Background: an optimization exercise with open tools, aiming at small area, a short achievable clock period and few clock cycles per item. Do not read the settings as production practice. RTL that was checked went through simulation tests only; none was proved equivalent to the original. No functional check of the RTL was part of run 1.

**flow/run.sh**
```bash
#!/bin/bash
# synth_recipe.tcl (not shown) runs the flow's synth.tcl, then flattens the netlist and writes it again
# the make line also repeats each setting of config.mk as NAME=value (left out here)
make -C /OpenROAD-flow-scripts/flow DESIGN_CONFIG=/design/flow/config.mk WORK_HOME=/design/flow/orfs CLKGATE_MAP_FILE= SYNTH_SCRIPT=/design/flow/synth_recipe.tcl finish
```
**flow/config.mk**
```make
export PLATFORM = sky130hd
export DESIGN_NAME = seq_operator_unit
export DESIGN_NICKNAME = seq_operator_unit
export VERILOG_FILES = /design/flow/design.v
export SDC_FILE = /design/flow/constraint.sdc
export NUM_CORES = 4
export LEC_CHECK = 0
export ABC_AREA = 1
export CAP_MARGIN = 20
export CELL_PAD_IN_SITES_DETAIL_PLACEMENT = 1
export CORE_MARGIN = 2
export CORE_UTILIZATION = 40
export SETUP_SLACK_MARGIN = 5
export SLEW_MARGIN = 20
```
**flow/constraint.sdc**
```tcl
create_clock -name core_clock -period 9.5 [get_ports {clk}]
set_input_delay 1.9000 -clock core_clock [delete_from_list [all_inputs] [get_ports {clk}]]
set_output_delay 1.9000 -clock core_clock [all_outputs]
set_load 0.01 [all_outputs]
```
**flow/design.v**
```verilog
module seq_operator_unit (
    input  logic        clk,
    input  logic        rst,
    input  logic        in_valid,
    output logic        in_ready,
    input  logic [3:0]  op,
    input  logic        is_signed,
    input  logic [31:0] a,
    input  logic [31:0] b,
    output logic        out_valid,
    input  logic        out_ready,
    output logic [31:0] result,
    output logic        div_by_zero
);
    localparam logic [3:0] OP_ADD  = 4'd0,  OP_SUB  = 4'd1,  OP_MUL  = 4'd2,  OP_DIV  = 4'd3,
                           OP_MOD  = 4'd4,  OP_AND  = 4'd5,  OP_OR   = 4'd6,  OP_XOR  = 4'd7,
                           OP_XNOR = 4'd8,  OP_SHL  = 4'd9,  OP_SHR  = 4'd10, OP_ASHR = 4'd11,
                           OP_RAND = 4'd12, OP_ROR  = 4'd13, OP_RXOR = 4'd14, OP_LT   = 4'd15;
    localparam logic [1:0] S_EXEC = 2'd0,   
                           S_MUL  = 2'd1,   
                           S_ITER = 2'd2,   
                           S_FIX  = 2'd3;   
    logic        xv;
    logic [1:0]  xst;
    logic [3:0]  xop;
    logic        xsg;
    logic        xsub;      
    logic        bn;        
    logic        fin;       
    logic [31:0] r1, r2, r3;
    logic [31:0] rc;        
    logic [7:0]  mb;        
    logic        negq, negr;
    logic        fdz;       
    logic [4:0]  cnt;
    logic [6:0]  dd;        
    logic        yv, zv;
    logic [31:0] yres;
    logic        ydz, zdz;
    function automatic logic [31:0] rev32(input logic [31:0] v);
        for (int i = 0; i < 32; i++) rev32[i] = v[31-i];
    endfunction
    function automatic logic [5:0] lzc32(input logic [31:0] x);
        logic [15:0] z1; logic [15:0] c1;
        logic [7:0]  z2; logic [7:0][1:0] c2;
        logic [3:0]  z3; logic [3:0][2:0] c3;
        logic [1:0]  z4; logic [1:0][3:0] c4;
        logic        z5; logic [4:0] c5;
        for (int g = 0; g < 16; g++) begin
            z1[g] = ~(x[2*g+1] | x[2*g]);
            c1[g] = ~x[2*g+1];
        end
        for (int g = 0; g < 8; g++) begin
            z2[g] = z1[2*g+1] & z1[2*g];
            c2[g] = z1[2*g+1] ? {1'b1, c1[2*g]} : {1'b0, c1[2*g+1]};
        end
        for (int g = 0; g < 4; g++) begin
            z3[g] = z2[2*g+1] & z2[2*g];
            c3[g] = z2[2*g+1] ? {1'b1, c2[2*g]} : {1'b0, c2[2*g+1]};
        end
        for (int g = 0; g < 2; g++) begin
            z4[g] = z3[2*g+1] & z3[2*g];
            c4[g] = z3[2*g+1] ? {1'b1, c3[2*g]} : {1'b0, c3[2*g+1]};
        end
        z5 = z4[1] & z4[0];
        c5 = z4[1] ? {1'b1, c4[0]} : {1'b0, c4[1]};
        lzc32 = z5 ? 6'd32 : {1'b0, c5};
    endfunction
    function automatic logic [5:0] lz_mag(input logic [31:0] v, input logic neg);
        logic [31:0] t;
        logic        p2;
        t  = neg ? ~v : v;
        p2 = ((v[30:0] & ~v[31:1]) == 31'd0);
        lz_mag = lzc32(t) - {5'd0, neg && p2};
    endfunction
    wire is_div   = (xop == OP_DIV) || (xop == OP_MOD);
    wire is_divop = (xop == OP_DIV);
    wire is_mul   = (xop == OP_MUL);
    wire        do_sub = xsub;
    wire [32:0] addsum = {1'b0, r1} + {1'b0, r2 ^ {32{do_sub}}} + {32'd0, do_sub};
    wire        borrow = ~addsum[32];
    wire        lt     = (xsg && (r1[31] != r2[31])) ? r1[31] : borrow;
    wire        q_zero  = dd[6];
    wire [4:0]  d_amt   = q_zero ? 5'd0 : dd[4:0];
    wire        al_mode = (xst == S_EXEC) && is_div;
    wire        big_sh  = !al_mode && (|r2[31:5]);
    wire        sh_l    = (xop == OP_SHL) || al_mode;
    wire        fill    = (xop == OP_ASHR) && xsg && r1[31];
    wire [31:0] sh_src  = al_mode ? r2 : r1;
    wire [4:0]  sh_amt  = al_mode ? d_amt : r2[4:0];
    wire [31:0] sh_in   = sh_l ? rev32(sh_src) : sh_src;
    wire [63:0] sh_w    = {{32{fill}}, sh_in} >> sh_amt;
    wire [31:0] sh_r    = big_sh ? {32{fill}} : sh_w[31:0];
    wire [31:0] sh_out  = sh_l ? rev32(sh_r) : sh_r;
    logic [31:0] alu_res;
    always_comb begin
        case (xop)
            OP_ADD, OP_SUB: alu_res = addsum[31:0];
            OP_AND:  alu_res = r1 & r2;
            OP_OR:   alu_res = r1 | r2;
            OP_XOR:  alu_res = r1 ^ r2;
            OP_XNOR: alu_res = ~(r1 ^ r2);
            OP_SHL, OP_SHR, OP_ASHR: alu_res = sh_out;
            OP_RAND: alu_res = {31'd0, &r1};
            OP_ROR:  alu_res = {31'd0, |r1};
            OP_RXOR: alu_res = {31'd0, ^r1};
            OP_LT:   alu_res = {31'd0, lt};
            default: alu_res = 32'd0;
        endcase
    end
    function automatic logic [63:0] csa(input logic [31:0] x, input logic [31:0] y, input logic [31:0] z);
        csa = {((x & y) | (z & (x ^ y))) << 1, x ^ y ^ z};
    endfunction
    logic [31:0] ms, mc;
    always_comb begin
        logic [31:0] o [0:9];
        logic [63:0] t0, t1, t2, t3, t4, t5, t6, t7;
        for (int i = 0; i < 8; i++) o[i] = (r1 << i) & {32{mb[i]}};
        o[8] = r3;
        o[9] = rc;
        t0 = csa(o[0], o[1], o[2]);
        t1 = csa(o[3], o[4], o[5]);
        t2 = csa(o[6], o[7], o[8]);
        t3 = csa(t0[31:0], t0[63:32], t1[31:0]);
        t4 = csa(t1[63:32], t2[31:0], t2[63:32]);
        t5 = csa(t3[31:0], t3[63:32], t4[31:0]);
        t6 = csa(t5[31:0], t5[63:32], t4[63:32]);
        t7 = csa(t6[31:0], t6[63:32], o[9]);
        ms = t7[31:0];
        mc = t7[63:32];
    end
    wire mul_last = (r2[31:8] == 24'd0);
    wire in_div  = (op == OP_DIV) || (op == OP_MOD);
    wire in_mul  = (op == OP_MUL);
    wire in_bnz  = (b != 32'd0);
    wire a_sg    = is_signed && a[31];
    wire b_sg    = is_signed && b[31];
    wire a_neg   = in_div && a_sg;
    wire b_neg   = in_div && b_sg;
    wire        b_zero   = (r2 == 32'd0);
    wire        ge       = ~borrow;               
    wire [31:0] rem_nx   = ge ? addsum[31:0] : r1;
    wire        last1    = (cnt == 5'd0);
    wire        it_last  = last1;
    wire [31:0] quo_nx   = {r3[30:0], ge};
    wire [31:0] rem_fin  = rem_nx;
    wire        need_fix = is_divop ? negq : negr;
    logic [31:0] x_oth;
    logic        x_dz;
    always_comb begin
        x_oth = alu_res;
        x_dz  = 1'b0;
        case (xst)
            S_EXEC: begin
                if (is_div) begin
                    x_oth = is_divop ? 32'hFFFF_FFFF : r1;
                    x_dz  = 1'b1;
                end
            end
            S_ITER:  x_oth = is_divop ? quo_nx : rem_fin;
            S_FIX: begin
                x_oth = addsum[31:0];
                x_dz  = fdz;
            end
            default: ;
        endcase
    end
    wire [5:0] in_lza = lz_mag(a, a_sg);
    wire [5:0] in_lzb6 = lz_mag(b, b_sg);
    wire in_one  = in_div && in_bnz && (in_lzb6 <= in_lza);
    wire in_nfix = (op == OP_DIV) ? (a_neg ^ b_neg) : a_neg;
    wire in_fin = in_mul ? 1'b0 : (in_div ? (in_bnz ? (in_one && !in_nfix) : !((op == OP_MOD) && a_sg)) : 1'b1);
    logic fin_nx;
    always_comb begin
        case (xst)
            S_EXEC, S_MUL: fin_nx = is_mul ? mul_last : (b_zero || ((d_amt == 5'd0) && !need_fix));
            S_ITER:        fin_nx = it_last || ((cnt == 5'd1) && !need_fix);
            default:       fin_nx = 1'b1;
        endcase
    end
    wire x_done = xv && fin && !zv;
    wire x_step = xv && !fin && !zv;
    assign in_ready = !xv || x_done;
    wire push   = x_done;
    wire y_load = !yv || out_ready;
    always_ff @(posedge clk or posedge rst) begin
        if (rst) begin
            xv  <= 1'b0;
            xst <= S_EXEC;
            fin <= 1'b0;
        end else if (in_ready) begin
            xv  <= in_valid;
            xst <= in_one ? S_ITER : S_EXEC;
            fin <= in_fin;
        end else if (x_step) begin
            fin <= fin_nx;
            case (xst)
                S_EXEC, S_MUL: xst <= is_mul ? (mul_last ? S_FIX : S_MUL) : (b_zero ? S_FIX : S_ITER);
                S_ITER:  xst <= it_last ? S_FIX : S_ITER;
                default: xst <= xst;
            endcase
        end
    end
    always_ff @(posedge clk) begin
        if (in_ready) begin
            xop  <= op;
            xsg  <= is_signed;
            xsub <= (op == OP_SUB) || (op == OP_LT) || (in_div && !b_neg);
            bn   <= b_neg;
            r1   <= a_neg ? -a : a;
            r2   <= b;
            mb   <= b[7:0];
            rc   <= 32'd0;
            dd   <= {1'b0, in_lzb6} - {1'b0, in_lza};
            cnt  <= 5'd0;
            negq <= a_neg ^ b_neg;
            negr <= a_neg;
            fdz  <= 1'b0;
        end else if (x_step) begin
            case (xst)
                S_EXEC, S_MUL: begin
                    if (is_mul) begin
                        if (mul_last) begin
                            r1 <= ms;
                            r2 <= mc;
                        end else begin
                            r1 <= r1 << 8;
                            r2 <= r2 >> 8;
                            mb <= r2[15:8];
                        end
                        rc <= mc;
                    end else if (b_zero) begin
                        r1   <= 32'd0;
                        r2   <= r1;
                        fdz  <= 1'b1;
                        xsub <= 1'b1;
                    end else begin
                        r2  <= sh_out;
                        cnt <= d_amt;
                    end
                end
                S_ITER: begin
                    if (it_last) begin
                        r1   <= 32'd0;
                        r2   <= is_divop ? quo_nx : rem_fin;
                        xsub <= 1'b1;
                    end else begin
                        r1   <= rem_nx;
                        r2   <= {bn, r2[31:1]};
                    end
                    cnt <= cnt - 5'd1;
                end
                default: ;
            endcase
        end
    end
    always_ff @(posedge clk) begin
        if (push && !y_load) begin
            r3  <= x_oth;
            zdz <= x_dz;
        end else if (zv ? y_load : in_ready) begin
            r3 <= 32'd0;
        end else if (x_step) begin
            if (xst == S_ITER) r3 <= quo_nx;
            else if (is_mul)   r3 <= ms;
        end
    end
    always_ff @(posedge clk or posedge rst) begin
        if (rst) begin
            yv <= 1'b0;
            zv <= 1'b0;
        end else if (y_load) begin
            yv <= zv || push;
            zv <= 1'b0;
        end else if (push) begin
            zv <= 1'b1;
        end
    end
    always_ff @(posedge clk) begin
        if (y_load) begin
            yres <= zv ? r3 : x_oth;
            ydz  <= zv ? zdz : x_dz;
        end
    end
    assign out_valid   = yv;
    assign result      = yres;
    assign div_by_zero = ydz;
endmodule
```
==> results of run 1 <==
==> kinds of logic after synthesis <==
kind of cell	Yosys count
multiplexers	1
AO/OA/AOI/OAI	697
XOR/XNOR	104
flip-flops	194
adder cells (fa/ha/maj)	373
buffers and inverters	826
AND/OR/NAND/NOR	2162
==> path summary, 6_finish.rpt <==
| kind | start | end | slack [ps] |
|---|---|---|---|
| worst min-delay path | fdz | fdz | 480 |
| worst max register to register | mb[5] | r1[25] | 4830 |
| worst max-delay path | a[19] | fin | 4630 |
| max in group asynchronous | rst | xst[0] | 7640 |
| worst min register to register | fdz | fdz | 480 |
| min in group asynchronous | rst | yv | 1620 |
==> worst max-delay path, delay by kind of cell <==
family | cells | cell delay, ps
adders and majority gates | 3 | 740
and+or+nand+nor | 10 | 1190
buffers and inverters | 4 | 570
xor gates and xnor gates | 1 | 160
AOI/OAI and AO/OA | 4 | 760
==> layer usage <==
| metal | track usage, % | routed length [um] | up-vias |
|---|---|---|---|
| met5 | 0 | 174 | - |
| met4 | 29.6 | 13600 | 10 |
| met3 | 15.1 | 19200 | 662 |
| met2 | 63.3 | 68800 | 2086 |
| met1 | 48.7 | 57600 | 17000 |
| li1 | - | - | 14600 |
==> through the flow <==
| stage | util (%) | hold WS (ps) | instance area [um2] |
|---|---|---|---|
| 2_1_floorplan | - | 430 | 29300 |
| 4_1_cts | 46.0 | 472 | 33400 |
| 6_report | 47.2 | 476 | 34200 |
| 3_5_place_dp | 43.1 | 461 | 31300 |
| 3_3_place_gp | 43.1 | 440 | 31300 |
| 5_1_grt | 47.1 | 525 | 34200 |
==> state kept, by name, summed over array words and instances, names as in the netlist, 2 cells and up <==
signal	cells
r1	32
xst	2
r3	32
cnt	5
yres	32
xop	4
mb	8
rc	29
r2	32
dd	6
==> cell usage in the layout (no fill, tap or decap), types with 15 or more instances in the layout <==
cell / instances
nor2_1: 172
ha_1: 150
nand2_2: 22
a221oi_1: 31
o22ai_1: 43
o21ai_2: 15
inv_2: 27
xor2_1: 70
inv_1: 542
fa_1: 207
nor3_1: 22
nor2_2: 43
o21ai_0: 228
clkbuf_16: 17
nor2_4: 16
nand3b_1: 17
o211ai_1: 73
a21oi_1: 151
clkdlybuf4s15_2: 16
edfxtp_1: 153
xnor2_1: 27
buf_4: 221
nand3_1: 549
nand2_1: 1214
o21ai_1: 23
or2_2: 21
nand4_1: 41
dlygate4sd2_1: 21
buf_6: 18
a22oi_1: 19
clkdlybuf4s50_1: 44
dfxtp_1: 35
==> final cells by class <==
class | count | area share (%)
timing repair inverter | 3 | 0.0804
clock inverter | 9 | 0.175
timing repair buffer | 357 | 8.96
multi-input combinational | 3344 | 63.3
antenna | 6 | 0.0439
sequential | 194 | 15.9
clock buffer | 23 | 1.34
inverter | 584 | 6.65
tap | 959 | 3.51
==> timing repair <==
| item | in CTS | in global routing |
|---|---|---|
| pin swaps | 57 | 60 |
| hold endpoints to repair | 0 | 0 |
| endpoints found under the setup margin | 128 | 117 |
| buffers inserted | 136 | 35 |
| resized for setup | 298 | 175 |
| gates cloned | 7 | 4 |
==> impl.org, run 1 <==
** Synthesis
- Most common cell in the netlist :: nand2_1
- The synthesized design contains around 150 enable-type register cells.
- Unique masters post-synth :: 59
- XOR/XNOR share of the synthesized area :: ~3.1%
- Flop and latch count out of synthesis :: 194
- Sequential area share after synthesis :: 18.7%
- After synthesis, the cell types taking the most area are nand2_1, edfxtp_1, fa_1, nand3_1, inv_1.
- During synthesis, Yosys emitted a total of 2 warnings.
- Adder-Cell Fraction of Synth Area :: 21.5%
- Counting flops with an async set or reset pin after synthesis yields a share of 3.09%.
- Mapped Cells :: roughly 4400
- The synthesized design devotes to its leading area cell type 15.9% of total area.
- The synthesized design spends more area on one cell type than any other, namely nand2_1.
- Post-synthesis instance area :: approximately 29000 um2
- The most used flip-flop cell after synthesis is edfxtp_1.
- Avg Synthesized Cell Area :: about 6.7 um2
- When the netlist entered floorplanning its net count stood at between 4000 and 5000.
- Fraction of synthesized area in multiplexers :: 0.0343%
- By area, the combinational part of the netlist is dominated by simple AND/OR/NAND/NOR gates.
- Top cells by instance count after synthesis :: nand2_1, inv_1, nand3_1, o21ai_0, nor2_1
- Summing the areas of all compound-gate instances in the mapped netlist gives 14.4% of the synthesized area.
- Post-Synth Simple-Gate Area :: about a third

** Drt
- After detailed routing, the average wire length per cell comes to between 20 and 30 um.
- Total wire length after detailed routing :: 159 mm
- Number of nets with antenna violations after detailed routing :: 0
- For this block, the initial DRC count from the detailed router was 4002.
- Via count :: around 34000
- Using the TritonRoute via totals, the vias-per-cell ratio works out to about 6.3.
- Drt first pass iters :: 8
- After detailed routing, the number of remaining DRC violations is 0.

** STA
- The number of max-slew violations in the final report came to 0.
- The worst path in the final design needs a cycle of just under 5000 ps, including I/O delays and setup.
- Setup clock skew after layout :: ~19 ps
- Worst slew pin tran :: around 1200 ps
- Final Cycle Share :: around 50%
- Setup repair after global routing could not meet its margin everywhere.
- Total negative setup slack :: 0 ps
- Number of setup violations in the final report :: 0
- Measured against its own limit, the worst slew margin works out to between 20% and 30%.
- Number of hold violations in the final report :: 0
- Timing would allow up to a little over 200 MHz.
- Setup WS post-layout :: 4630 ps

** Floorplanning
- The die is approximately 270 um wide.
- The initialized floorplan defines 99 standard-cell rows.
- Die footprint :: around 75000 um2
- I/O pin cnt :: 108
- The core region is 72600 um2.
- The die is ~270 um tall.
- The initial utilization of the core area, before any placement, comes to between 40% and 50%.

** CTS
- Source-to-sink clock delay at the later pin of the worst-skew pair :: roughly 540 ps
- Clock tree from TritonCTS :: done
- Clock-pin transition on the worst setup and hold timing paths :: roughly 80 ps
- The number of hold buffers added after CTS was 0.
- In this run, CTS created clock tree buffers numbering 17.
- Clk sinks :: 194
- H-tree levels :: 4
- No sink is reached through more buffers than the 2 on the longest clock path.
- The cell sitting at the root of the clock tree is a clkbuf_16.

** Worst setup path
- The slowest stage of the critical path belongs to the cell a2111oi_4.
- Cell breakdown of the critical path :: dlygate4sd2_1 > nor2_2 > inv_1 > a21oi_2 > nand2_1 > nor2_2 > nand2_2 > nor2_4 > inv_2 > nand4_1 > ha_2 > ha_4 > buf_6 > nand3_4 > xnor2_2 > ha_1 > nand2_2 > nor2_2 > a31oi_4 > a2111oi_4 > o21ai_1 > nand2_1
- Number of cells on the worst reg-to-reg path :: 12
- CP required :: between 9000 and 10000 ps
- Data arrival time of the critical path :: around 5300 ps
- The most numerous cell type found on the critical path is nor2_2.
- For this run, the slowest stage of the critical path takes 370 ps.
- In this run the worst path has a maximum fanout of 4.
- STA classifies the critical path startpoint as an input port.
- Worst setup path category :: input port to flip-flop
- Critical path capture point type :: flip-flop

** Layout
- Layout-stage area growth over the synthesis result :: 17.3%
- Area occupied by registers :: ~5400 um2
- Share of post-route cells with drive strength above 1 :: 13.0%
- Multi-input combinational cell area :: approximately 22000 um2
- Final #Nets :: approximately 4900
- Count of placed standard cells in the final layout, fillers left out :: roughly 5500
- Fillcell total :: between 9000 and 10000

** Worst hold path
- Hold crit path type :: flip-flop to flip-flop
- Hold Crit Depth :: 2

** Global routing
- Global route total overflow :: 0
- First-pass GRT wire length :: around 230 mm
- Global routing used 41.7% of the available tracks across all layers.
- Pin count of the biggest net entering global routing :: 67
- Number of antenna violations at the first check in global routing :: 10
- Via count of the first global-routing pass :: ~35000

** Placed design
- The congestion estimate from routability-driven global placement came to between 1 and 1.5.
- Post-Place Setup Slack :: 3130 ps
- Number of buffer cells added on primary ports :: approximately 110
- Post-DP HPWL :: 115 mm
- After detailed placement, the design holds a cell count of 5259.

** Job
- Max Cap Violations :: 0

** Run status
- Status :: complete, no violations
==> inputs of run 2 (changes only) <==
--- a/flow/design.v
+++ b/flow/design.v
@@ -139,2 +139,3 @@
     wire b_neg   = in_div && b_sg;
+    wire [6:0] in_dd = {1'b0, lz_mag(b, b_sg)} - {1'b0, lz_mag(a, a_sg)};
     wire        b_zero   = (r2 == 32'd0);
@@ -155,4 +156,4 @@
                 if (is_div) begin
-                    x_oth = is_divop ? 32'hFFFF_FFFF : r1;
-                    x_dz  = 1'b1;
+                    x_oth = b_zero ? (is_divop ? 32'hFFFF_FFFF : r1) : (is_divop ? quo_nx : rem_fin);
+                    x_dz  = b_zero;
                 end
@@ -167,7 +168,3 @@
     end
-    wire [5:0] in_lza = lz_mag(a, a_sg);
-    wire [5:0] in_lzb6 = lz_mag(b, b_sg);
-    wire in_one  = in_div && in_bnz && (in_lzb6 <= in_lza);
-    wire in_nfix = (op == OP_DIV) ? (a_neg ^ b_neg) : a_neg;
-    wire in_fin = in_mul ? 1'b0 : (in_div ? (in_bnz ? (in_one && !in_nfix) : !((op == OP_MOD) && a_sg)) : 1'b1);
+    wire in_fin = in_mul ? 1'b0 : (in_div ? (!in_bnz && !((op == OP_MOD) && a_sg)) : 1'b1);
     logic fin_nx;
@@ -175,3 +172,3 @@
         case (xst)
-            S_EXEC, S_MUL: fin_nx = is_mul ? mul_last : (b_zero || ((d_amt == 5'd0) && !need_fix));
+            S_EXEC, S_MUL: fin_nx = is_mul ? mul_last : (b_zero || no_align || ((d_amt == 5'd0) && !need_fix));
             S_ITER:        fin_nx = it_last || ((cnt == 5'd1) && !need_fix);
@@ -180,4 +177,6 @@
     end
-    wire x_done = xv && fin && !zv;
-    wire x_step = xv && !fin && !zv;
+    wire no_align = dd[6] || (dd == 7'd0);
+    wire x_fin  = fin || ((xst == S_EXEC) && is_div && no_align && !need_fix);
+    wire x_done = xv && x_fin && !zv;
+    wire x_step = xv && !x_fin && !zv;
     assign in_ready = !xv || x_done;
@@ -192,3 +191,3 @@
             xv  <= in_valid;
-            xst <= in_one ? S_ITER : S_EXEC;
+            xst <= S_EXEC;
             fin <= in_fin;
@@ -197,3 +196,3 @@
             case (xst)
-                S_EXEC, S_MUL: xst <= is_mul ? (mul_last ? S_FIX : S_MUL) : (b_zero ? S_FIX : S_ITER);
+                S_EXEC, S_MUL: xst <= is_mul ? (mul_last ? S_FIX : S_MUL) : ((b_zero || no_align) ? S_FIX : S_ITER);
                 S_ITER:  xst <= it_last ? S_FIX : S_ITER;
@@ -213,4 +212,3 @@
             rc   <= 32'd0;
-            dd   <= {1'b0, in_lzb6} - {1'b0, in_lza};
-            cnt  <= 5'd0;
+            dd   <= in_dd;
             negq <= a_neg ^ b_neg;
@@ -236,2 +234,6 @@
                         xsub <= 1'b1;
+                    end else if (no_align) begin
+                        r1   <= 32'd0;
+                        r2   <= is_divop ? quo_nx : rem_fin;
+                        xsub <= 1'b1;
                     end else begin
--- a/flow/config.mk
+++ b/flow/config.mk
@@ -12,2 +12,3 @@
 export CORE_UTILIZATION = 40
+export PLACE_DENSITY = 0.7
 export SETUP_SLACK_MARGIN = 5
==> run 2 against run 1 <==
Compared with the run above: now fails the layout checks on capacitance limit, slew limit; register-to-register slack worse by 520 ps; maximum frequency is 6.3% lower; die area is 4.5% higher; setup slack worse by 320 ps; first-iteration DRC count is 47% higher; area after synthesis is 4.6% higher; hold slack better by 5.3 ps; clock skew is 9.4 ps higher; cell area is 4.8% higher; critical path depth is 6 lower.
==> impl.org, run 2 <==
** Run status
- The run finished, with violations left.
- The layout checks failed on capacitance limit, slew limit.

** Layout
- The final net count was 5270 (+6.5%).
- Layout-stage area growth over the synthesis result :: 17.5%
- The area of the multi-input gates came to 22800 um2 (+5.1%).
- The post-route core utilization was 47.4% (+0.22 points).
- Share of post-route cells with drive strength above 1 :: 13.1% (+0.10 points)
- In the layout the commonest cells are nand2_1, inv_1, nand3_1.
- Area occupied by registers :: 5530 um2 (+1.5%)
- Most common library cell in the layout ignoring fill and taps :: nand2_1
- Fillcell total :: 9810 (+3.8%)

** Synthesis
- The share of synthesized area occupied by flip-flops and latches was 18.1% (-0.56 points).
- Summed over all instances, the cell type with the most area after synthesis is nand2_1.
- The fraction of registers with async set or reset after synthesis was 3.08% (-0.016 points).
- The count of synthesis-stage warnings from yosys was 2 (unchanged).
- Top cells by area in the synthesized netlist :: nand2_1, edfxtp_1, fa_1, nand3_1, inv_1
- Synthesized netlist net count :: 5139 (+7.0%)
- The cell area after technology mapping came to 30500 um2 (+4.6%).
- The post-synthesis register bit count was 195 (+0.52%).
- The proportion of netlist area held by the largest area contributor came to 17.1% (+1.2 points).
- Post-synth EDFFs :: 159 (+3.9%)
- Avg Synthesized Cell Area :: 6.50 um2 (-2.9%)
- Unique masters post-synth :: 63 (+6.8%)
- The most common cell in the synthesized netlist is nand2_1.
- In the synthesized netlist the dominant register cell turns out to be edfxtp_1.
- Sorting the synthesized cells by how often they occur yields nand2_1, inv_1, nand3_1, o21ai_0, nor2_1.
- Mapped Cells :: 4693 (+7.7%)

** Placed design
- Number of buffer cells added on primary ports :: 107 (unchanged)
- The placed wire-length estimate after detailed placement came to 132 mm (+14%).
- The global placer's final weighted congestion was 1.08 (-1.3%).

** Drt
- The wire length on met3 was 26.2 mm (+36%).
- Via count :: 38800 (+13%)
- The detailed-route vias per instance was 6.64 (+5.7%).
- The average detailed-routed wire length per instance came to 32.3 um (+11%).
- The detailed route wirelength on metal2 was 76.9 mm (+12%).
- The DRC violation count after routing is 0 (unchanged).
- M1 WL :: 65.1 mm (+13%)
- The routed wire length is 189 mm (+18%).
- Number of nets with antenna violations after detailed routing :: 0 (unchanged)
- The violation count after the first detailed-route iteration came to 5865 (+47%).
- Signal routing reaches up to met5.
- Drt first pass iters :: 10 (+2)

** CTS
- H-tree levels :: 4 (unchanged)
- Clock buffer count from CTS :: 17 (unchanged)
- Clk root buf :: clkbuf_16
- The maximum count of clock buffers along a single path is 2 (unchanged).
- Clk sinks :: 195 (+0.52%)
- The register clock-pin slew on the reported worst setup and hold paths came to 100 ps (+20 ps).
- The quantity of hold-fixing buffers added after cts came to 0 (unchanged).
- The source-to-sink clock delay at the later pin of the worst-skew pair came to 550 ps (about the same).
- TritonCTS built the clock tree.

** Global routing
- First-pass GRT wire length :: 261 mm (+14%)
- The total congestion overflow came to 0 (unchanged).
- Via count of the first global-routing pass :: 37400 (+8.1%)
- The overall routing resource usage came to 46.4% (+4.7 points).
- Pin count of the biggest net entering global routing :: 73 (+9.0%)
- The initial antenna violation count was 32 (+22).

** Worst setup path
- Most common cell on crit path :: nand2_1
- Data arrival time of the critical path :: 5570 ps (+230 ps)
- On the critical path, the stage with the largest delay is an instance of xor2_1.
- The sum of buffers and inverters on the critical path came to 2 (-2).
- The worst setup path is captured at a flip-flop.
- The biggest fanout along the worst timing path came to 6 (+2).
- CP top delay family :: XOR/XNOR gates
- The critical path is of the flip-flop to flip-flop type.
- STA classifies the critical path startpoint as a flip-flop.
- Cell breakdown of the critical path :: buf_4 > buf_4 > ha_1 > a21oi_1 > o21ai_0 > a21oi_1 > nand2_1 > xor2_1 > nand2_1 > nand3_1 > nand3_1 > nand2_1 > o21ai_0 > o21ai_0 > nand2_1 > a22oi_2
- Highest cell delay on the worst timing path :: 1350 ps (+980 ps)
- CP required :: 9880 ps (-90 ps)

** STA
- Final slew viol count :: 4 (+4)
- The final number of hold-violating endpoints is 0 (unchanged).
- Unrepaired setup endpoints after global routing :: yes
- Worst slew pin tran :: 1720 ps (+550 ps)
- The period utilization is 54.6% (+3.4 points).
- Setup clock skew after layout :: 28.0 ps (+9.41 ps)
- Fmax :: 193 MHz (-6.3%)
- The setup TNS is 0 ps (unchanged).
- The relative max-transition margin is -14.9% (-36 points).
- The final critical delay including setup and external delays came to 5190 ps (+325 ps).
- Number of setup violations in the final report :: 0 (unchanged)

** Floorplanning
- The area enclosed by the die boundary was 78500 um2 (+4.5%).
- Width of the die :: 280 um (+2.2%)
- The core area came to 75700 um2 (+4.3%).
- I/O pin cnt :: 108 (unchanged)
- The die boundary height was 280 um (+2.2%).
- Starting utilization of the core area :: 40.3% (+0.12 points)
- The number of placement rows was 101 (+2.0%).

** Worst hold path
- Hold crit path type :: flip-flop to flip-flop

** Job
- The max-cap check violation count was 1 (+1).
-- run 2: worst min-delay path: stages, from the launching register on --
cell	delay, ps
dfxtp_1	330
inv_1	50
a21oi_1	50
-- run 2: logic make-up (layout without fill, tap and decap cells) --
family | count (synthesis) | in the layout | synth area share (%)
compound gates | 789 | 789 | 14.7
xor+xnor | 111 | 111 | 3.19
fa+ha+maj | 373 | 373 | 20.6
buf+inv | 899 | 1033 | 11.5
flops | 195 | 195 | 18.1
other cells | 0 | 24 | 0
simple gates | 2326 | 2336 | 32.0
-- run 2: area by class of cell --
cell class,count,area share [%]
Multi-Input combinational cell,3609,63.6
Sequential cell,195,15.4
Timing Repair Buffer,360,8.81
Inverter,641,6.93
Tap cell,978,3.41
Clock buffer,17,1.19
Clock inverter,15,0.520
Antenna cell,24,0.167
-- run 2: per-stage QoR --
| stage | worst slack (ps) | hold slack (ps) | cells | area, um2 |
|---|---|---|---|---|
| 2_1_floorplan | 4830 | 435 | 4693 | 30600 |
| 3_3_place_gp | 3290 | 446 | 5604 | 32400 |
| 3_5_place_dp | 3270 | 467 | 5604 | 32400 |
| 4_1_cts | 4870 | 483 | 5745 | 34600 |
| 5_1_grt | 4280 | 488 | 5824 | 35800 |
| 6_report | 4310 | 481 | 5839 | 35900 |
-- run 2: per-layer routing --
layer	up-vias	GRT usage [%]
met4	38	36.8
met5	-	3.44
met3	1205	18.0
li1	15600	-
met1	18600	54.3
met2	3290	67.2
-- run 2: path summary, 6_finish.rpt --
kind	depth (start not counted)	to	slack (ps)	startpoint
max	16	r2[15]	4310	r1[10]
min	2	rc[31]	480	rc[31]
min in group asynchronous	2	xv	1690	rst
max in group asynchronous	2	fin	7560	rst
min reg2reg	2	rc[31]	480	rc[31]
max reg2reg	16	r2[15]	4310	r1[10]
-- run 2: what timing repair did --
item,in CTS,in global routing
endpoints found under the hold margin,0,0
pin swaps,49,114
resized for setup,249,295
cloned,9,3
endpoints found under the setup margin,254,154
setup buffers,100,66
Testbench counts of run 2, summed over its fixed seeds: cycles 6,290, items 3,200.
==> inputs of run 3 (changes only) <==
--- a/flow/config.mk
+++ b/flow/config.mk
@@ -12,3 +12,2 @@
 export CORE_UTILIZATION = 40
-export PLACE_DENSITY = 0.7
 export SETUP_SLACK_MARGIN = 5
==> run 3 against run 2 <==
Compared with the run above: the run now finishes clean; cell count is 0.39% lower; cell area is 0.54% lower; die area stayed put; first-iteration DRC count is 21% lower; maximum frequency is 12% higher; setup slack better by 580 ps; area after synthesis stayed put; critical path type unchanged.
==> impl.org, run 3 <==
** STA
- Setup WS post-layout :: 4880 ps (+575 ps)
- The relative max-transition margin came to 27.6% (+43 points).
- The setup TNS came to 0 ps (unchanged).
- Final slew viol count :: 0 (-4)
- Worst slew pin tran :: 1080 ps (-640 ps)
- Setup clock skew after layout :: 29.8 ps (+1.74 ps)
- Unrepaired setup endpoints after global routing :: yes
- The final setup violation count is 0 (unchanged).
- The achievable clock frequency is 217 MHz (+12%).
- The period utilization is 48.6% (-6.1 points).
- The final number of hold-violating endpoints came to 0 (unchanged).
- The final critical delay including setup and external delays came to 4620 ps (-575 ps).

** CTS
- The tree is rooted in a clkbuf_16.
- The H-tree depth is 4 (unchanged).
- The source-to-sink clock delay at the later pin of the worst-skew pair came to 540 ps (about the same).
- TritonCTS built the clock tree.
- Clock-pin transition on the worst setup and hold timing paths :: 90 ps (about the same)
- The maximum count of clock buffers along a single path is 2 (unchanged).
- Clk sinks :: 195 (unchanged)
- Count of hold-fix buffers inserted at cts :: 0 (unchanged)
- Clock buffer count from CTS :: 17 (unchanged)

** Synthesis
- Sequential area share after synthesis :: 18.1% (unchanged)
- Warnings, synthesis :: 2 (unchanged)
- Post-synth EDFFs :: 159 (unchanged)
- The number of library cell types mapped by synthesis came to 63 (unchanged).
- The proportion of netlist area held by the largest area contributor is 17.1% (unchanged).
- Most common cell in the netlist :: nand2_1
- Sorting the synthesized cells by how often they occur yields nand2_1, inv_1, nand3_1, o21ai_0, nor2_1.
- Ys flop type :: edfxtp_1
- Synth area leader :: nand2_1
- Flop and latch count out of synthesis :: 195 (unchanged)
- Yosys attributes the largest share of cell area to nand2_1, edfxtp_1, fa_1, nand3_1, inv_1.
- The cell area after technology mapping came to 30500 um2 (unchanged).
- The net count of the mapped netlist came to 5139 (unchanged).
- The fraction of registers with async set or reset after synthesis is 3.08% (unchanged).
- Avg Synthesized Cell Area :: 6.50 um2 (unchanged)
- The number of instances in the synthesized netlist was 4693 (unchanged).

** Job
- The max-cap check violation count came to 0 (-1).

** Floorplanning
- Starting utilization of the core area :: 40.3% (unchanged)
- Height of the chip :: 280 um (unchanged)
- The core area is 75700 um2 (unchanged).
- Die footprint :: 78500 um2 (unchanged)
- The top-level I/O count is 108 (unchanged).
- Width of the die :: 280 um (unchanged)
- The number of placement rows is 101 (unchanged).

** Drt
- The average detailed-routed wire length per instance is 30.5 um (-5.6%).
- Number of nets with antenna violations after detailed routing :: 0 (unchanged)
- The DRC violation count after routing came to 0 (unchanged).
- The detailed-route vias per instance came to 6.31 (-4.9%).
- The total vias in the final route came to 36700 (-5.3%).
- The routed wire length was 177 mm (-5.9%).
- The violation count after the first detailed-route iteration was 4610 (-21%).
- The first-pass detailed-route iteration total was 6 (-4).

** Worst hold path
- Hold crit path type :: flip-flop to flip-flop
- Hold Crit Depth :: 2 (unchanged)
- Hold EP :: rc[31]
- The startpoint identified for the worst hold timing path is rc[31].

** Worst setup path
- Flop2flop setup slack :: 4880 ps (+580 ps)
- The data arrival time at the worst-slack endpoint was 4870 ps (-700 ps).
- The depth of the worst register-to-register path was 17 (+1).
- The worst setup path is captured at a flip-flop.
- CP required :: 9750 ps (-130 ps)
- R2r startpoint :: r2[15]
- The biggest fanout along the worst timing path was 12 (+6).
- The critical path is of the flip-flop to flip-flop type.
- In this run the critical register-to-register path is captured at yres[27].
- Crit start category :: flip-flop

** Layout
- The library cell used most frequently in the layout, excluding fill and tap cells, is nand2_1.
- The share of post-route cells with drive strength above 1 is 11.7% (-1.4 points).
- Commonest non-fill, non-tap cells in the layout :: nand2_1, inv_1, nand3_1
- Final #Nets :: 5267 (-0.057%)
- Final standard cell area without fillers :: 35700 um2 (-0.54%)
- Layout-stage area growth over the synthesis result :: 16.9%

** Global routing
- The overall routing resource usage came to 44.2% (-2.2 points).
- The met2 usage came to 66.4% (-0.78 points).
- First-pass GRT wire length :: 249 mm (-4.4%)
- Global route total overflow :: 0 (unchanged)
- met2 is the most crowded layer.
- The initial antenna violation count came to 16 (-50%).
- The met1 track demand over resource in global routing came to 52.6% (-1.7 points).
- The via count of the first global-routing pass was 35700 (-4.5%).
- The largest net degree at the start of global routing was 77 (+5.5%).
- The met3 global-route usage was 15.1% (-2.9 points).

** Placed design
- The placed wire-length estimate after detailed placement came to 130 mm (-0.86%).
- The placement-stage cell area came to 32400 um2 (about the same).
- The post-place setup slack came to 3160 ps (-108 ps).
- The number of buffers inserted by port buffering came to 107 (unchanged).
- Gpl congestion :: 1.10 (+1.5%)

** Run status
- Status :: complete, no violations
==> run 3: cell count changes in the layout (fill, tap and decap cells not counted), moves of 7 or more <==
cell           change
dlygate4sd2_1      +8
nand2_2            -8
fa_1              +20
fa_2              -20
nand2_1            +8
inv_1              +8
inv_4              +7
o21ai_0           +13
diode_2           -20
o21ai_2           -11
clkbuf_2           -8
inv_2             -10
==> run 3: per-layer routing <==
metal / share of wire [%] / vias up
met5: 0.089 / -
met4: 9.3 / 14
met3: 12 / 771
met2: 42 / 2435
met1: 36 / 18000
li1: - / 15500
==> run 3: worst max-delay path by stage <==
stage | depth (start not counted) | slack (ps) | start | to
2_1_floorplan | 22 | 4830 | is_signed | dd[5]
3_3_place_gp | 22 | 3160 | is_signed | dd[5]
3_5_place_dp | 22 | 3160 | is_signed | dd[5]
4_1_cts | 10 | 4870 | xst[0] | in_ready
5_1_grt | 20 | 4750 | a[5] | dd[5]
6_report | 17 | 4880 | r2[15] | yres[27]
==> run 3: layout make-up <==
cell class	instances	area, um2
Fill cell	9879	40000
Multi-Input combinational cell	3607	22600
Sequential cell	195	5530
Timing Repair Buffer	357	3190
Inverter	641	2470
Tap cell	978	1220
Clock buffer	19	475
Clock inverter	13	138
Timing Repair inverter	2	17.5
Antenna cell	4	10.0
==> run 3: stage by stage <==
stage / hold slack (ps) / util (%) / instances
2_1_floorplan: 435 / - / 4693
3_3_place_gp: 453 / 42.8 / 5603
3_5_place_dp: 459 / 42.8 / 5603
4_1_cts: 472 / 45.1 / 5719
5_1_grt: 479 / 47.1 / 5813
6_report: 465 / 47.1 / 5816
==> run 3: repair_timing <==
item,4_1_cts,5_1_grt
buffers inserted,75,84
endpoints found under the setup margin,215,126
pin swaps,39,67
cloned,9,5
hold endpoints to repair,0,0
gates resized for setup,227,221
==> run 3: cell families after synthesis <==
kind of cell,share of synthesized area (%)
AND/OR/NAND/NOR,32.0
flip-flops,18.1
buffers and inverters,11.5
XOR/XNOR,3.19
adder cells (fa/ha/maj),20.6
AO/OA/AOI/OAI,14.7
==> run 3: critical path: stages (launching register included) <==
cell      delay (ps)
edfxtp_1         680
inv_1            390
nand4_1          130
nor2_1           310
nand3_2          310
nor2_1           260
nor2_2           150
nor2_4           180
buf_4            240
nand3_1          170
nand3_1          160
nand2_1          100
o211ai_1         340
nand3_1          210
nand2_1          120
nand2_1          310
nand2_1          150
nand2_1          130
==> inputs of run 4 (changes only) <==
--- a/flow/design.v
+++ b/flow/design.v
@@ -27,3 +27,2 @@
     logic        xsub;      
-    logic        bn;        
     logic        fin;       
@@ -32,2 +31,3 @@
     logic [7:0]  mb;        
+    logic        bprev;     
     logic        negq, negr;
@@ -115,19 +115,26 @@
     always_comb begin
-        logic [31:0] o [0:9];
-        logic [63:0] t0, t1, t2, t3, t4, t5, t6, t7;
-        for (int i = 0; i < 8; i++) o[i] = (r1 << i) & {32{mb[i]}};
-        o[8] = r3;
-        o[9] = rc;
-        t0 = csa(o[0], o[1], o[2]);
-        t1 = csa(o[3], o[4], o[5]);
-        t2 = csa(o[6], o[7], o[8]);
-        t3 = csa(t0[31:0], t0[63:32], t1[31:0]);
-        t4 = csa(t1[63:32], t2[31:0], t2[63:32]);
-        t5 = csa(t3[31:0], t3[63:32], t4[31:0]);
-        t6 = csa(t5[31:0], t5[63:32], t4[63:32]);
-        t7 = csa(t6[31:0], t6[63:32], o[9]);
-        ms = t7[31:0];
-        mc = t7[63:32];
-    end
-    wire mul_last = (r2[31:8] == 24'd0);
+        logic [8:0]  bb;
+        logic [31:0] row [0:3];
+        logic [31:0] corr;
+        logic [63:0] t0, t1, t2, t3, t4;
+        bb   = {mb, bprev};
+        corr = '0;
+        for (int i = 0; i < 4; i++) begin
+            logic d0, d1, d2, neg, one, two;
+            d0 = bb[2*i]; d1 = bb[2*i+1]; d2 = bb[2*i+2];
+            neg = d2 & ~(d1 & d0);
+            one = d1 ^ d0;
+            two = (d2 & ~d1 & ~d0) | (~d2 & d1 & d0);
+            row[i] = ((({32{one}} & r1) | ({32{two}} & (r1 << 1))) ^ {32{neg}}) << (2*i);
+            corr[2*i] = neg;
+        end
+        t0 = csa(row[0], row[1], row[2]);
+        t1 = csa(row[3], corr, r3);
+        t2 = csa(t0[31:0], t0[63:32], t1[31:0]);
+        t3 = csa(t2[31:0], t2[63:32], t1[63:32]);
+        t4 = csa(t3[31:0], t3[63:32], rc);
+        ms = t4[31:0];
+        mc = t4[63:32];
+    end
+    wire mul_last = (r2[31:7] == 25'd0) || (r2[31:7] == '1);
     wire in_div  = (op == OP_DIV) || (op == OP_MOD);
@@ -156,4 +163,4 @@
                 if (is_div) begin
-                    x_oth = b_zero ? (is_divop ? 32'hFFFF_FFFF : r1) : (is_divop ? quo_nx : rem_fin);
-                    x_dz  = b_zero;
+                    x_oth = is_divop ? 32'hFFFF_FFFF : r1;
+                    x_dz  = 1'b1;
                 end
@@ -172,3 +179,3 @@
         case (xst)
-            S_EXEC, S_MUL: fin_nx = is_mul ? mul_last : (b_zero || no_align || ((d_amt == 5'd0) && !need_fix));
+            S_EXEC, S_MUL: fin_nx = is_mul ? mul_last : (b_zero || ((d_amt == 5'd0) && !need_fix));
             S_ITER:        fin_nx = it_last || ((cnt == 5'd1) && !need_fix);
@@ -177,6 +184,4 @@
     end
-    wire no_align = dd[6] || (dd == 7'd0);
-    wire x_fin  = fin || ((xst == S_EXEC) && is_div && no_align && !need_fix);
-    wire x_done = xv && x_fin && !zv;
-    wire x_step = xv && !x_fin && !zv;
+    wire x_done = xv && fin && !zv;
+    wire x_step = xv && !fin && !zv;
     assign in_ready = !xv || x_done;
@@ -196,3 +201,3 @@
             case (xst)
-                S_EXEC, S_MUL: xst <= is_mul ? (mul_last ? S_FIX : S_MUL) : ((b_zero || no_align) ? S_FIX : S_ITER);
+                S_EXEC, S_MUL: xst <= is_mul ? (mul_last ? S_FIX : S_MUL) : (b_zero ? S_FIX : S_ITER);
                 S_ITER:  xst <= it_last ? S_FIX : S_ITER;
@@ -206,7 +211,7 @@
             xsg  <= is_signed;
-            xsub <= (op == OP_SUB) || (op == OP_LT) || (in_div && !b_neg);
-            bn   <= b_neg;
+            xsub <= (op == OP_SUB) || (op == OP_LT) || in_div;
             r1   <= a_neg ? -a : a;
-            r2   <= b;
+            r2   <= b_neg ? -b : b;
             mb   <= b[7:0];
+            bprev <= 1'b0;
             rc   <= 32'd0;
@@ -224,5 +229,6 @@
                         end else begin
-                            r1 <= r1 << 8;
-                            r2 <= r2 >> 8;
-                            mb <= r2[15:8];
+                            r1    <= r1 << 8;
+                            r2    <= {{8{r2[31]}}, r2[31:8]};
+                            mb    <= r2[15:8];
+                            bprev <= r2[7];
                         end
@@ -230,10 +236,5 @@
                     end else if (b_zero) begin
-                        r1   <= 32'd0;
-                        r2   <= r1;
-                        fdz  <= 1'b1;
-                        xsub <= 1'b1;
-                    end else if (no_align) begin
-                        r1   <= 32'd0;
-                        r2   <= is_divop ? quo_nx : rem_fin;
-                        xsub <= 1'b1;
+                        r1  <= 32'd0;
+                        r2  <= r1;
+                        fdz <= 1'b1;
                     end else begin
@@ -245,8 +246,7 @@
                     if (it_last) begin
-                        r1   <= 32'd0;
-                        r2   <= is_divop ? quo_nx : rem_fin;
-                        xsub <= 1'b1;
+                        r1 <= 32'd0;
+                        r2 <= is_divop ? quo_nx : rem_fin;
                     end else begin
-                        r1   <= rem_nx;
-                        r2   <= {bn, r2[31:1]};
+                        r1 <= rem_nx;
+                        r2 <= r2 >> 1;
                     end
--- a/flow/config.mk
+++ b/flow/config.mk
@@ -7,3 +7,2 @@
 export LEC_CHECK = 0
-export ABC_AREA = 1
 export CAP_MARGIN = 20
==> run 4 against run 3 <==
Compared with the run above: critical path type unchanged; highest routed layer unchanged; still clean; clock skew down 4.5 ps; flip-flop and latch count down 1; global-route usage up 1.6 points; largest cell class unchanged.
==> impl.org, run 4 <==
** Run status
- The flow ran to the end and the layout has no timing, DRC or antenna violations.

** Layout
- Fillcell total :: 8369 (-15%)
- The final net count is 4096 (-22%).
- Share of post-route cells with drive strength above 1 :: 21.1% (+9.4 points)
- Most common library cell in the layout ignoring fill and taps :: nand2_1
- Layout-stage area growth over the synthesis result :: 22.8%
- Commonest non-fill, non-tap cells in the layout :: nand2_1, a21oi_1, inv_1
- Final standard cell area without fillers :: 35200 um2 (-1.4%)

** STA
- The worst setup slack after layout came to 4770 ps (-114 ps).
- Number of setup violations in the final report :: 0 (unchanged)
- The final critical delay including setup and external delays was 4730 ps (+114 ps).
- Unrepaired setup endpoints after global routing :: yes
- The setup TNS was 0 ps (unchanged).
- The period utilization is 49.8% (+1.2 points).
- The final number of hold-violating endpoints came to 0 (unchanged).
- Worst slew pin tran :: 1320 ps (+245 ps)
- The relative max-transition margin is 11.5% (-16 points).
- Setup clock skew after layout :: 25.3 ps (-4.50 ps)
- The achievable clock frequency is 211 MHz (-2.4%).
- Final slew viol count :: 0 (unchanged)

** Placed design
- The placement-stage cell area was 30900 um2 (-4.8%).
- The number of buffers inserted by port buffering was 107 (unchanged).
- The post-place setup slack is 3330 ps (+169 ps).
- The global placer's final weighted congestion came to 1.14 (+3.3%).
- Post-DP HPWL :: 126 mm (-3.5%)

** Drt
- The detailed-route vias per instance came to 7.34 (+16%).
- The DRC violation count after routing was 0 (unchanged).
- The violation count after the first detailed-route iteration was 5737 (+24%).
- Via count :: 34500 (-6.0%)
- Drt first pass iters :: 9 (+3)
- Total wire length after detailed routing :: 180 mm (+1.3%)
- Average wire length per cell after detail routing :: 38.2 um (+25%)
- The post-route antenna net violation count is 0 (unchanged).

** Synthesis
- Yosys instantiated no cell more often than nand2_1.
- The number of library cell types mapped by synthesis is 89 (+41%).
- The net count of the mapped netlist is 4001 (-22%).
- Top cells by area in the synthesized netlist :: edfxtp_1, ha_1, fa_1, a21oi_1, xnor2_1
- Post-synth EDFFs :: 157 (-1.3%)
- The share of synthesized area occupied by flip-flops and latches is 19.2% (+1.1 points).
- The cell area after technology mapping is 28600 um2 (-6.2%).
- FFs w/ async S/R, synth :: 3.09% (+0.016 points)
- Synth area leader :: edfxtp_1
- Mapped Cells :: 3631 (-23%)
- The most used flip-flop cell after synthesis is edfxtp_1.
- The proportion of netlist area held by the largest area contributor came to 16.5% (-0.62 points).
- Flop and latch count out of synthesis :: 194 (-0.51%)
- The post-synthesis area per instance is 7.89 um2 (+21%).
- The count of synthesis-stage warnings from yosys was 2 (unchanged).
- Top cells by instance count after synthesis :: nand2_1, a21oi_1, nor2_1, clkbuf_1, inv_1

** Worst setup path
- The worst setup path is of the flip-flop to flip-flop kind.
- The startpoint identified for the worst register-to-register timing path is r2[26].
- Slowest stage cell on the critical path :: edfxtp_1
- The data required time at the worst endpoint was 9800 ps (+50 ps).
- Critical Path Source :: r2[26]
- The biggest fanout along the worst timing path is 17 (+5).
- Cell breakdown of the critical path :: xor2_1 > ha_1 > and4_1 > and3_1 > a221oi_4 > nand3_4 > nand2_1 > buf_4 > a21oi_1 > o21ai_0 > nand2_1 > a32oi_1
- STA classifies the critical path startpoint as a flip-flop.
- Critical path capture point type :: flip-flop
- Highest cell delay on the worst timing path :: 900 ps (+220 ps)
- The data arrival time at the worst-slack endpoint is 5030 ps (+160 ps).
- By instance count, the cell type seen most on the critical path is nand2_1.

** Global routing
- The via count of the first global-routing pass came to 32300 (-9.7%).
- The total congestion overflow is 0 (unchanged).
- The largest net degree at the start of global routing came to 76 (-1.3%).
- First-pass GRT wire length :: 243 mm (-2.3%)
- Global routing usage summed across all routing layers :: 45.8% (+1.6 points)
- The initial antenna violation count came to 12 (-4).

** Floorplanning
- Core Box Area :: 71100 um2 (-6.0%)
- The top-level I/O count is 108 (unchanged).
- The area enclosed by the die boundary came to 73700 um2 (-6.1%).
- The die boundary height was 272 um (-3.1%).
- The starting density of the core is 40.3% (-0.053 points).
- The horizontal extent of the die was 272 um (-3.1%).
- Site Rows :: 98 (-3.0%)

** Worst hold path
- Origin of the worst min-delay path :: rc[7]
- Hold crit path type :: flip-flop to flip-flop

** CTS
- Clock buffer count from CTS :: 17 (unchanged)
- H-tree levels :: 4 (unchanged)
- The maximum count of clock buffers along a single path is 2 (unchanged).
- Clk root buf :: clkbuf_16
- Clock-pin transition on the worst setup and hold timing paths :: 100 ps (about the same)
- The sink count of the clock tree is 194 (-0.51%).
- Clock tree from TritonCTS :: done
- Source-to-sink clock delay at the later pin of the worst-skew pair :: 530 ps (about the same)

** Job
- Max Cap Violations :: 0 (unchanged)
==> run 4: changes by cell type after synthesis, moves of 45 or more <==
cell / previous run / this run
a21oi_1: 225 / 342
a221oi_1: 11 / 62
a22oi_1: 37 / 137
clkbuf_1: 171 / 247
fa_1: 214 / 112
inv_1: 625 / 246
mux2_2: 0 / 45
mux2i_1: 0 / 133
nand2_1: 1389 / 375
nand3_1: 582 / 71
o21ai_0: 306 / 181
o221ai_1: 2 / 55
xnor2_1: 35 / 166
==> run 4: logic make-up (layout without fill, tap and decap cells) <==
| group | Yosys count | count (layout) | synth area share, % |
|---|---|---|---|
| compound gates | 1192 | 1192 | 27.8 |
| mux | 182 | 182 | 6.61 |
| simple gates | 945 | 951 | 14.9 |
| buf+inv | 552 | 654 | 7.39 |
| flops | 194 | 194 | 19.2 |
| other cells | 0 | 13 | 0 |
| xor+xnor | 269 | 269 | 8.23 |
| fa+ha+maj | 297 | 297 | 15.9 |
==> run 4: per-stage QoR <==
stage          hold WS, ps  utilization [%]  std cells
3_5_place_dp           472             43.4       4507
4_1_cts                487             46.6       4595
2_1_floorplan          437                -       3631
3_3_place_gp           453             43.4       4506
6_report               479             49.4       4702
5_1_grt                510             49.4       4691
==> run 4: final timing paths <==
path	to	slack (ps)	depth (start not counted)
worst min register to register	rc[7]	480	2
worst max-delay path	r2[1]	4770	12
worst min-delay path	rc[7]	480	2
max in group asynchronous	xst[0]	7560	2
min in group asynchronous	xv	1670	2
worst max register to register	r2[1]	4770	12
==> run 4: repair_timing <==
item | 4_1_cts | 5_1_grt
endpoints found under the hold margin | 0 | 0
endpoints found under the setup margin | 145 | 126
setup buffers | 47 | 82
gates resized for setup | 409 | 302
pin swaps | 34 | 115
hold buffers | 0 | 0
gates cloned | 9 | 12
==> run 4: cell type report <==
| type | instances | area (um2) | share of cell area (%) |
|---|---|---|---|
| Multi-Input combinational cell | 2891 | 23300 | 66.3 |
| Sequential cell | 194 | 5490 | 15.6 |
| Timing Repair Buffer | 367 | 3490 | 9.92 |
| Tap cell | 950 | 1190 | 3.38 |
| Inverter | 252 | 1000 | 2.86 |
| Clock buffer | 18 | 429 | 1.22 |
| Clock inverter | 14 | 190 | 0.541 |
| Antenna cell | 13 | 32.5 | 0.0925 |
| Timing Repair inverter | 3 | 22.5 | 0.0641 |
==> run 4: critical path, delay by kind of cell (launching register included) <==
family	cells	cell delay, ps
buffers and inverters	1	270
XOR/XNOR	1	150
AO/OA/AOI/OAI	4	1480
flip-flops	1	900
AND/OR/NAND/NOR	5	1260
adder cells (fa/ha/maj)	1	420
==> run 4: metal layers <==
| layer | share of wire [%] | vias up | track usage [%] | wire [um] |
|---|---|---|---|---|
| met5 | 0.16 | - | 0 | 287 |
| met4 | 9.4 | 18 | 32.9 | 17000 |
| met3 | 15 | 1016 | 20.9 | 27400 |
| met2 | 40 | 3062 | 64.3 | 71500 |
| met1 | 35 | 16900 | 55.1 | 63600 |
| li1 | - | 13500 | - | - |
Testbench counts of run 4, summed over its fixed seeds: cycles 6,474, items 3,200.
==> inputs of run 5 (changes only) <==
--- a/flow/config.mk
+++ b/flow/config.mk
@@ -7,2 +7,3 @@
 export LEC_CHECK = 0
+export ABC_AREA = 1
 export CAP_MARGIN = 20
==> run 5 against run 4 <==
Compared with the run above: cell area shrank 3.3%; critical path type unchanged; first-iteration DRC count shrank 16%; register-to-register slack lost 20 ps.
==> impl.org, run 5 <==
** STA
- Worst slew pin tran :: 1230 ps (-94.2 ps)
- The setup TNS was 0 ps (unchanged).
- Unrepaired setup endpoints after global routing :: yes
- The final setup violation count was 0 (unchanged).
- The final number of hold-violating endpoints came to 0 (unchanged).
- The clock tree skew after final layout was 19.8 ps (-5.44 ps).
- Fin crit period :: 4750 ps (+21.6 ps)
- Final hold slack :: 465 ps (-14.0 ps)
- Final slew viol count :: 0 (unchanged)
- The achievable clock frequency came to 210 MHz (-0.46%).
- The period utilization came to 50.0% (+0.23 points).
- Worst slew margin relative to its limit :: 18.0% (+6.5 points)

** Layout
- The cell area after layout is 34000 um2 (-3.3%).
- Fillcell total :: 9254 (+11%)
- Commonest non-fill, non-tap cells in the layout :: nand2_1, nand3_1, inv_1
- The final net count was 4805 (+17%).
- Leaving out fill and tap cells, the most frequent cell in the layout is nand2_1.
- The share of post-route cells with drive strength above 1 is 14.8% (-6.3 points).
- The post-route core utilization is 47.6% (-1.9 points).
- The area growth from synthesis to layout is 17.5%.

** Worst setup path
- STA classifies the critical path startpoint as a flip-flop.
- The critical path is of the flip-flop to flip-flop type.
- The data required time at the worst endpoint is 9870 ps (+70 ps).
- The sum of buffers and inverters on the critical path came to 3 (+2).
- Tracing the worst setup path back leads to its startpoint at r2[8].
- Counting stages on the worst path, the most repeated cell is nand2_1.
- The startpoint identified for the worst register-to-register timing path is r2[8].
- On the critical path, the stage with the largest delay is an instance of edfxtp_1.
- Traced cell by cell, the critical path runs through inv_1 > nand4_1 > nor3_2 > nand3_1 > nand2_1 > nor2_2 > inv_2 > nor2_1 > inv_1 > o211ai_1 > nand2_1 > nand3_1 > nand2_1 > nand2_1.
- The kind of cell with the highest combined delay along the critical path is simple AND/OR/NAND/NOR gates.
- The data arrival time at the worst-slack endpoint was 5120 ps (+90 ps).
- The biggest fanout along the worst timing path was 10 (-7).
- The worst stage delay on the critical path was 820 ps (-80 ps).
- STA classifies the critical path endpoint as a flip-flop.

** Drt
- The first-pass detailed-route iteration total is 7 (-2).
- The post-route antenna net violation count is 0 (unchanged).
- Via-per-instance ratio :: 6.61 (-10%)
- The DRC violation count after routing was 0 (unchanged).
- Average wire length per cell after detail routing :: 33.9 um (-11%)
- Via count :: 35700 (+3.5%)
- The violation count after the first detailed-route iteration came to 4832 (-16%).
- Total wire length after detailed routing :: 183 mm (+2.0%)

** Global routing
- Via count of the first global-routing pass :: 34600 (+7.3%)
- Pin count of the biggest net entering global routing :: 60 (-21%)
- First-pass GRT wire length :: 253 mm (+4.1%)
- The total congestion overflow is 0 (unchanged).
- The initial antenna violation count is 9 (-3).
- Global routing usage summed across all routing layers :: 47.5% (+1.7 points)

** Synthesis
- After synthesis, the most frequently instantiated cells are nand2_1, nand3_1, inv_1, o21ai_0, nor2_1.
- By instance count, the leading cell after synthesis is nand2_1.
- The share of synthesized area occupied by flip-flops and latches was 19.0% (-0.20 points).
- The count of flip-flops with a built-in enable after synthesis was 157 (unchanged).
- Synth area leader :: edfxtp_1
- The post-synthesis register bit count is 194 (unchanged).
- Ranked by total cell area, the synthesized netlist is headed by edfxtp_1, nand2_1, nand3_1, ha_1, fa_1.
- Synthesized netlist net count :: 4701 (+17%)
- Avg Synthesized Cell Area :: 6.68 um2 (-15%)
- Ys flop type :: edfxtp_1
- Post-synthesis instance area :: 28900 um2 (+1.0%)
- Post-synth top area share :: 16.3% (-0.17 points)
- FFs w/ async S/R, synth :: 3.09% (unchanged)
- The count of synthesis-stage warnings from yosys is 2 (unchanged).
- Mapped Cells :: 4331 (+19%)
- Unique masters post-synth :: 70 (-21%)

** CTS
- H-tree levels :: 4 (unchanged)
- Clk sinks :: 194 (unchanged)
- Buffer levels on the longest clock path :: 2 (unchanged)
- The quantity of hold-fixing buffers added after cts came to 0 (unchanged).
- The register clock-pin slew on the reported worst setup and hold paths came to 90 ps (about the same).
- TritonCTS built the clock tree.
- Clk root buf :: clkbuf_16
- Clock buffer count from CTS :: 17 (unchanged)
- Source-to-sink clock delay at the later pin of the worst-skew pair :: 520 ps (about the same)

** Worst hold path
- Hold crit path type :: flip-flop to flip-flop
- Origin of the worst min-delay path :: fdz

** Run status
- The flow ran to the end and the layout has no timing, DRC or antenna violations.

** Floorplanning
- The die boundary height is 273 um (+0.51%).
- Core Box Area :: 71500 um2 (+0.52%)
- I/O pin cnt :: 108 (unchanged)
- The number of placement rows came to 98 (unchanged).
- The starting density of the core was 40.5% (+0.21 points).
- The horizontal extent of the die was 273 um (+0.51%).
- Die footprint :: 74500 um2 (+1.0%)

** Placed design
- The global placer's final weighted congestion was 1.07 (-6.2%).
- Number of buffer cells added on primary ports :: 107 (unchanged)
- Area post-placement :: 31000 um2 (+0.26%)
- The placed wire-length estimate after detailed placement is 133 mm (+5.3%).

** Job
- Max Cap Violations :: 0 (unchanged)
run 5: changes by cell type after synthesis, sizes merged, moves of 130 or more:
cell / delta
a21oi: -199
inv: +233
mux2i: -133
nand2: +733
nand3: +453
xnor2: -130
run 5: worst register-to-register path: stages (launching register included):
cell and delay (ps):
edfxtp_1 820, inv_1 340, nand4_1 230, nor3_2 90, nand3_1 310, nand2_1 290
nor2_2 770, inv_2 400, nor2_1 620, inv_1 140, o211ai_1 120, nand2_1 150
nand3_1 150, nand2_1 60, nand2_1 100
run 5: cell families after synthesis:
| logic type | count (synthesis) | share of synthesized area, % |
|---|---|---|
| compound gates | 813 | 17.0 |
| simple gates | 2051 | 30.9 |
| fa+ha+maj | 297 | 15.8 |
| xor+xnor | 238 | 7.21 |
| buf+inv | 736 | 10.1 |
| mux | 2 | 0.0692 |
| flops | 194 | 19.0 |
run 5: metal layers:
layer / vias to the layer above / global-route usage [%] / wire [um] / share of wire [%]
met5: - / 0 / 198 / 0.11
met4: 6 / 37.0 / 17500 / 9.5
met3: 794 / 15.9 / 22100 / 12
met2: 2542 / 70.1 / 76800 / 42
met1: 17600 / 56.8 / 66800 / 36
li1: 14800 / - / - / -
run 5: cell type report:
type                    count  area, um2  share of cell area, %
diodes                      9       22.5                 0.0662
repair buffers            318       2850                   8.39
clock buffers              17        425                   1.25
well taps                 950       1190                   3.50
repair inverters            6       41.3                  0.121
inverters                 491       1970                   5.80
clock inverters            15        196                  0.578
multi-input cells        3407      21800                   64.2
flip-flops and latches    194       5490                   16.1
run 5: final timing paths:
path,cells past startpoint,endpoint,slack [ps]
max,14,r2[27],4750
min,2,fdz,470
max reg2reg,14,r2[27],4750
min reg2reg,2,fdz,470
max in group asynchronous,2,fin,7720
min in group asynchronous,2,yv,1580
run 5: stage by stage:
stage,setup WS [ps],cells
6_report,4750,5407
5_1_grt,4750,5398
4_1_cts,4880,5332
3_5_place_dp,3330,5228
3_3_place_gp,3390,5228
2_1_floorplan,5000,4331
run 5: timing repair:
| action | in CTS | in global routing |
|---|---|---|
| endpoints found under the setup margin | 144 | 126 |
| gates cloned | 12 | 7 |
| buffers inserted | 60 | 59 |
| resized for setup | 246 | 249 |
| pin swaps | 34 | 61 |

[what the ideal ports hide]
In the flow no input, the clock included, has a driving cell. The finished layouts below were timed again as built, in two steps. Step 1 assumes that a clkbuf_16 drives the clock port and a buf_2 every other input. Step 2 times the ports against the registers' clock, not the clock port: input delays grow and output delays shrink by t, the midpoint of the rising clock arrivals with the driver on. a / b / c = no drivers / after step 1 / after step 2; a / b = the first two.
run	t, ns	setup WS [ns]	worst data-port slew with drivers (ns)
run 1	0.589	4.633 / 4.639 / 4.050	0.08
run 2	0.611	4.309 / 4.309 / 4.309	0.06
run 3	0.588	4.884 / 4.884 / 4.401	0.06
run 4	0.583	4.770 / 4.770 / 4.404	0.06
run 5	0.583	4.748 / 4.748 / 4.506	0.07
The setup slack of run 1, which loses most, moves by +0.006 ns with the drivers and by -0.583 ns with both steps.
